Background: an optimization exercise with open tools, aiming at small area, a short achievable clock period and few clock cycles. Do not read the settings as production practice.
Only simulation tests tie the RTL to the original design; equivalence was not proved.
Power figures rest on the tool's default switching activity, not on a simulated workload.

Setup of run 1:
## qkv_proj_top
module qkv_proj_top #(
  parameter int NUM_PROJ = 3
) (
  input  logic           clk,
  input  logic           reset_n,
  input  logic           dut_valid,
  output logic           dut_ready,
  output qkv_pkg::addr_t input_read_address,
  input  qkv_pkg::data_t input_read_data,
  output qkv_pkg::addr_t weight_read_address,
  input  qkv_pkg::data_t weight_read_data,
  output logic           result_write_enable,
  output qkv_pkg::addr_t result_write_address,
  output qkv_pkg::data_t result_write_data
);
Size: about 360 flip-flops, ~140 I/O pins, roughly 25,000 um^2 of cells after synthesis.
export LEC_CHECK = 0
export CAP_MARGIN = 20
export CORE_MARGIN = 2
export CORE_UTILIZATION = 60
export SLEW_MARGIN = 20
create_clock -name core_clock -period 10.0 [get_ports {clk}]
run.sh (not shown) runs the stock make flow with config.mk's settings and CLKGATE_MAP_FILE= SYNTH_SCRIPT=/design/flow/synth_recipe.tcl, a recipe that flattens the netlist after the stock synthesis.
Run 1 reached the end of the flow, and the finished layout is clean on the timing, design-rule and antenna checks.
Testbench counts of run 1, summed over its fixed seeds: cycles 426,597.
What run 2 does differently from run 1 at the input level:
==> flow/flow/run.sh (new file) <==
#!/bin/bash
set -euo pipefail
bash standard.sh 'BUFFER_PORTS_ARGS=-buffer_cell sky130_fd_sc_hd__buf_1' SETUP_SLACK_MARGIN=6.85 finish > standard_flow.log 2>&1
==> flow/standard.sh (new file) <==
#!/bin/bash
# synth_recipe.tcl (not shown) runs the flow's synth.tcl, then flattens the netlist and writes it again
# the make line also repeats each setting of config.mk as NAME=value (left out here)
make -C /OpenROAD-flow-scripts/flow DESIGN_CONFIG=/design/flow/config.mk WORK_HOME=/design/flow/orfs CLKGATE_MAP_FILE= SYNTH_SCRIPT=/design/flow/synth_recipe.tcl "${@:-finish}"
removed: flow/run.sh
Notes after the runs:
- Between run 1 and run 2, the difference in number of buffers created by CTS is negligible.
- Relative to run 1, minimum clock period after layout has decreased by 780 ps in run 2.
- In run 2 the share of power burned in the clock network turned out 1.1 points lower than in run 1.
- Number of antenna violations at the first check in global routing delta for run 2 relative to run 1: 2 higher
- Horizontal die dimension: run 1 vs run 2 — no meaningful difference
- When run 2 is measured against run 1, its met3 wire length turns out about 45% higher.
- Compared with run 1, run 2 shows a lower delay of the slowest cell on the worst path.
- In the tables for run 1 and run 2, number of gates resized after CTS reads lower with run 1.
### run 2 -> run 3
Settings: CTS_CLUSTER_SIZE now 30, previously not set; CTS_CLUSTER_DIAMETER now 120, previously not set.
==> flow/flow/run.sh <==
#!/bin/bash
set -euo pipefail
bash standard.sh 'BUFFER_PORTS_ARGS=-buffer_cell sky130_fd_sc_hd__buf_1' SETUP_SLACK_MARGIN=6.75 finish > standard_flow.log 2>&1
Notes after the runs:
- Clock latency reported for the late side of the worst-skew pair in run 3 is 40 ps lower than in run 2
- Run 2 and run 3 ended up with roughly the same final-layout worst hold slack.
- Estimated wirelength of the detail-placed design shrinks slightly when moving from run 2 to run 3.
- Changes observed in run 3 relative to run 2: met3 demand-to-capacity share in global routing went down by 3.1 points; share of the cycle needed by the critical path after routing grew by 0.29 points; worst setup slack shows a reduction of 29 ps; depth of the worst register-to-register path shrank by 3.
- Run 3 vs run 2: fraction of area in multi-input gates up
- Run 3 vs run 2, highest routed metal layer: met4 vs met5

---

try-maple:
qkv_proj_top, a different RTL version from the one above (not shown whole).
Size: roughly 2800 cells after synthesis, roughly 320 flip-flops, ~140 I/O pins, roughly 25000 µm² of cells after synthesis.
==> flow/config.mk <==
export PLATFORM = sky130hd
export DESIGN_NAME = qkv_proj_top
export DESIGN_NICKNAME = qkv_proj_top
export VERILOG_FILES = /design/flow/design.v
export SDC_FILE = /design/flow/constraint.sdc
export NUM_CORES = 4
export LEC_CHECK = 0
export CAP_MARGIN = 20
export CORE_MARGIN = 2
export CORE_UTILIZATION = 70
export CTS_CLUSTER_DIAMETER = 120
export CTS_CLUSTER_SIZE = 28
export SLEW_MARGIN = 20
==> flow/constraint.sdc <==
create_clock -name core_clock -period 10.0 [get_ports {clk}]
set_input_delay 2.0000 -clock core_clock [delete_from_list [all_inputs] [get_ports {clk}]]
set_output_delay 2.0000 -clock core_clock [all_outputs]
set_load 0.01 [all_outputs]
standard.sh (not shown) runs the stock make flow with config.mk's settings and CLKGATE_MAP_FILE= SYNTH_SCRIPT=/design/flow/synth_recipe.tcl, a recipe that flattens the netlist after the stock synthesis.
==> flow/flow/run.sh <==
#!/bin/bash
set -euo pipefail
bash standard.sh 'BUFFER_PORTS_ARGS=-buffer_cell sky130_fd_sc_hd__buf_1' SETUP_SLACK_MARGIN=6.8 finish > standard_flow.log 2>&1
Testbench counts of try-maple, summed over its fixed seeds: cycles 426,597.
Relative to try-maple, the following input files were edited for try-raven:
Settings: swapping 70 for 60 in CORE_UTILIZATION.
==> flow/flow/run.sh <==
#!/bin/bash
set -euo pipefail
bash standard.sh 'BUFFER_PORTS_ARGS=-buffer_cell sky130_fd_sc_hd__buf_1' SETUP_SLACK_MARGIN=6.75 finish > standard_flow.log 2>&1
==> comparison <==
- From try-maple to try-raven, number of buffers between clock root and the deepest sink did not move at all.
- On final-layout clock-cell area share: try-raven sits above try-maple.
- Compared to try-maple, try-raven has starting utilization of the core area 9.7 points lower.
- The wire length reported for try-raven is smaller than that of try-maple by 450 µm.
- Comparing critical path depth for try-maple and try-raven, the smaller number came from try-raven.
- Relative to try-maple, clock power has increased by 9.3% in try-raven.
### try-raven -> try-juniper
Settings: a change of CORE_UTILIZATION from 60 to 75.
Findings:
In the reports for try-juniper and try-raven, the smaller number of standard cells in the final layout excluding fillers belongs to try-juniper. | starting density of the core | try-juniper vs try-raven | 15 points higher |. From try-raven to try-juniper the numbers moved as follows: combinational power share +0.8 points; clock skew +3.1 ps.

---

Another version of the RTL of qkv_proj_top (not shown whole).
For scale: ~2900 cells after synthesis, roughly 320 flip-flops, about 25000 sq um of cells after synthesis.
==> flow/design.v (excerpt) <==
module qkv_proj_top #(
  parameter int NUM_PROJ = 3
) (
  input  logic           clk,
  input  logic           reset_n,
  input  logic           dut_valid,
  output logic           dut_ready,
  output qkv_pkg::addr_t input_read_address,
  input  qkv_pkg::data_t input_read_data,
  output qkv_pkg::addr_t weight_read_address,
  input  qkv_pkg::data_t weight_read_data,
  output logic           result_write_enable,
  output qkv_pkg::addr_t result_write_address,
  output qkv_pkg::data_t result_write_data
);
export LEC_CHECK = 0
export CAP_MARGIN = 20
export CORE_MARGIN = 2
export CORE_UTILIZATION = 70
export CTS_CLUSTER_DIAMETER = 110
export CTS_CLUSTER_SIZE = 26
export SLEW_MARGIN = 20
create_clock -name core_clock -period 10.0 [get_ports {clk}]
==> flow/flow/run.sh <==
#!/bin/bash
set -euo pipefail
bash standard.sh 'BUFFER_PORTS_ARGS=-buffer_cell sky130_fd_sc_hd__buf_1' SETUP_SLACK_MARGIN=6.85 finish > standard_flow.log 2>&1
Testbench counts at the start, summed over its fixed seeds: cycles 426,597.
Rerun with:
==> flow/flow/run.sh (replaced) <==
#!/bin/bash
set -euo pipefail
bash standard.sh 'BUFFER_PORTS_ARGS=-buffer_cell sky130_fd_sc_hd__buf_1' SETUP_SLACK_MARGIN=6.75 finish > standard_flow.log 2>&1
- CORE_UTILIZATION: 70 -> 60
- CTS_CLUSTER_DIAMETER: 110 -> 120
- CTS_CLUSTER_SIZE: 26 -> 30
Result: Die area rises by 16%. Design area falls by 2.2%. Combinational power falls by 2.8%. Via count falls by 4.5%. Fmax falls by 0.73%. Register-to-register slack got worse by 20 ps. Wire length falls by 3.2%. Cell count rises by 1.6%. Utilization falls by 13 points. Global-route usage falls by 5.6 points. Count of clock-buffer cells in the layout falls by 3.

---

Another version of the RTL of qkv_proj_top (not shown whole).
For scale: roughly 2800 cells after synthesis, roughly 140 I/O pins, roughly 0.025 mm² of cells after synthesis.
export LEC_CHECK = 0
export CAP_MARGIN = 20
export CORE_MARGIN = 2
export CORE_UTILIZATION = 75
export CTS_CLUSTER_DIAMETER = 120
export CTS_CLUSTER_SIZE = 28
export SLEW_MARGIN = 20
create_clock -name core_clock -period 10.0 [get_ports {clk}]
==> flow/flow/run.sh <==
#!/bin/bash
set -euo pipefail
bash standard.sh 'BUFFER_PORTS_ARGS=-buffer_cell sky130_fd_sc_hd__buf_1' SETUP_SLACK_MARGIN=6.75 finish > standard_flow.log 2>&1
Testbench counts at the start, summed over its fixed seeds: cycles 426,597.
Change:
- CORE_UTILIZATION: 75 -> 60
After rerunning: The changed run completed with no timing, DRC or antenna violations; synthesized cell count does not change; clock-buffer cell count came out lower by 2; global-route usage came out lower by 6.5 points; clock power came out lower by about 2%; worst setup slack got worse by 0.073 ns; die area came out higher by 24%; power came out lower by 2.9%; via count came out lower by 5.7%; maximum frequency came out lower by 2.2%; wire length came out lower by 3.8%.
Change:
- CORE_UTILIZATION: 60 -> 70
After rerunning: The new run ran to the end with no violations. Critical path depth went down by 1. Cell area went up by 0.63%. Sequential share of layout area barely changes.

---

JK:
RTL: one of the versions met above, not the one the previous note started from.
Size: ~2800 cells after synthesis, ~320 flip-flops, about 140 I/O pins, roughly 0.025 mm2 of cells after synthesis.
export LEC_CHECK = 0
export CAP_MARGIN = 20
export CORE_MARGIN = 2
export CORE_UTILIZATION = 60
export CTS_CLUSTER_DIAMETER = 120
export CTS_CLUSTER_SIZE = 28
export SLEW_MARGIN = 20
create_clock -name core_clock -period 10.0 [get_ports {clk}]
==> flow/flow/run.sh <==
#!/bin/bash
set -euo pipefail
bash standard.sh 'BUFFER_PORTS_ARGS=-buffer_cell sky130_fd_sc_hd__buf_1' SETUP_SLACK_MARGIN=6.65 finish > standard_flow.log 2>&1
Testbench counts of JK, summed over its fixed seeds: cycles 426,597.
diff inputs: JK => MS
Settings: CORE_UTILIZATION changed from 60 to 70.
==> flow/flow/run.sh <==
#!/bin/bash
set -euo pipefail
bash standard.sh 'BUFFER_PORTS_ARGS=-buffer_cell sky130_fd_sc_hd__buf_1' SETUP_SLACK_MARGIN=6.75 finish > standard_flow.log 2>&1
## What came out
Every stage of the flow completed for MS, and the final layout passed the timing, design-rule and antenna checks. On wire length, MS and JK are neck and neck. In MS the standard cell core area turned out 14% lower than in JK. Any difference in clock-pin slew reported for the worst setup and hold paths after clock tree synthesis between MS and JK is small enough to ignore. Looking at slowest cell on the critical path, the sky130_fd_sc_hd__dfxtp_1 result is from MS; the sky130_fd_sc_hd__a311o_1 one comes from JK. Diff JK -> MS: power higher; post-layout instance area now larger. Maximum number of pins on one net before global-route repair came out higher on MS than on JK.
Relative to MS, the following input files were edited for AL:
Settings: CORE_UTILIZATION changed from 70 to 60.
==> flow/flow/run.sh <==
#!/bin/bash
set -euo pipefail
bash standard.sh 'BUFFER_PORTS_ARGS=-buffer_cell sky130_fd_sc_hd__buf_1' SETUP_SLACK_MARGIN=6.85 finish > standard_flow.log 2>&1
Results
Relative to MS, the wire length measured on AL has increased by a few percent.
In terms of post-CTS clock slew at the launch and capture registers of the worst setup and hold paths, AL and MS differ only marginally.
AL closes out successfully: all stages finished, all timing, DRC and antenna checks passed.
Between MS and AL, setup slack is lower for MS, AL comes in above that.

[port drivers added, routing unchanged]
The results above use ideal ports. As a check the final layouts listed here were re-extracted and re-timed, cells and wires unchanged. Step 1, drivers: a clkbuf_16 drives clk and a buf_2 each remaining input, both assumed. Step 2 moves the port delays by t, midway between the first and last clock arrival at a register: inputs arrive t later, outputs are due t later. That takes back most of the time a late clock gives input paths. Slacks: ideal / step 1 / step 2; pairs: ideal / step 1.
run | t (ns) | slack for setup (ns) | worst setup path at the end
run 1 | 0.635 | 5.935 / 5.935 / 5.935 | register to register
run 2 | 0.630 | 6.712 / 6.712 / 6.712 | register to register
run 3 | 0.606 | 6.683 / 6.683 / 6.683 | register to register
try-maple | 0.583 | 6.818 / 6.785 / 6.818 | register to register
try-raven | 0.611 | 6.797 / 6.734 / 6.806 | register to register
try-juniper | 0.575 | 6.763 / 6.763 / 6.763 | register to register
the first run of note 3 | 0.591 | 6.839 / 6.822 / 6.839 | register to register
the second run of note 3 | 0.601 | 6.816 / 6.759 / 6.823 | register to register
the first run of note 4 | 0.577 | 6.781 / 6.771 / 6.781 | register to register
the second run of note 4 | 0.587 | 6.708 / 6.708 / 6.708 | register to register
the third run of note 4 | 0.583 | 6.749 / 6.749 / 6.749 | register to register
JK | 0.607 | 6.702 / 6.702 / 6.702 | register to register
MS | 0.581 | 6.821 / 6.766 / 6.837 | register to register
AL | 0.607 | 6.849 / 6.826 / 6.849 | register to register
After both steps every run listed still meets setup and hold.
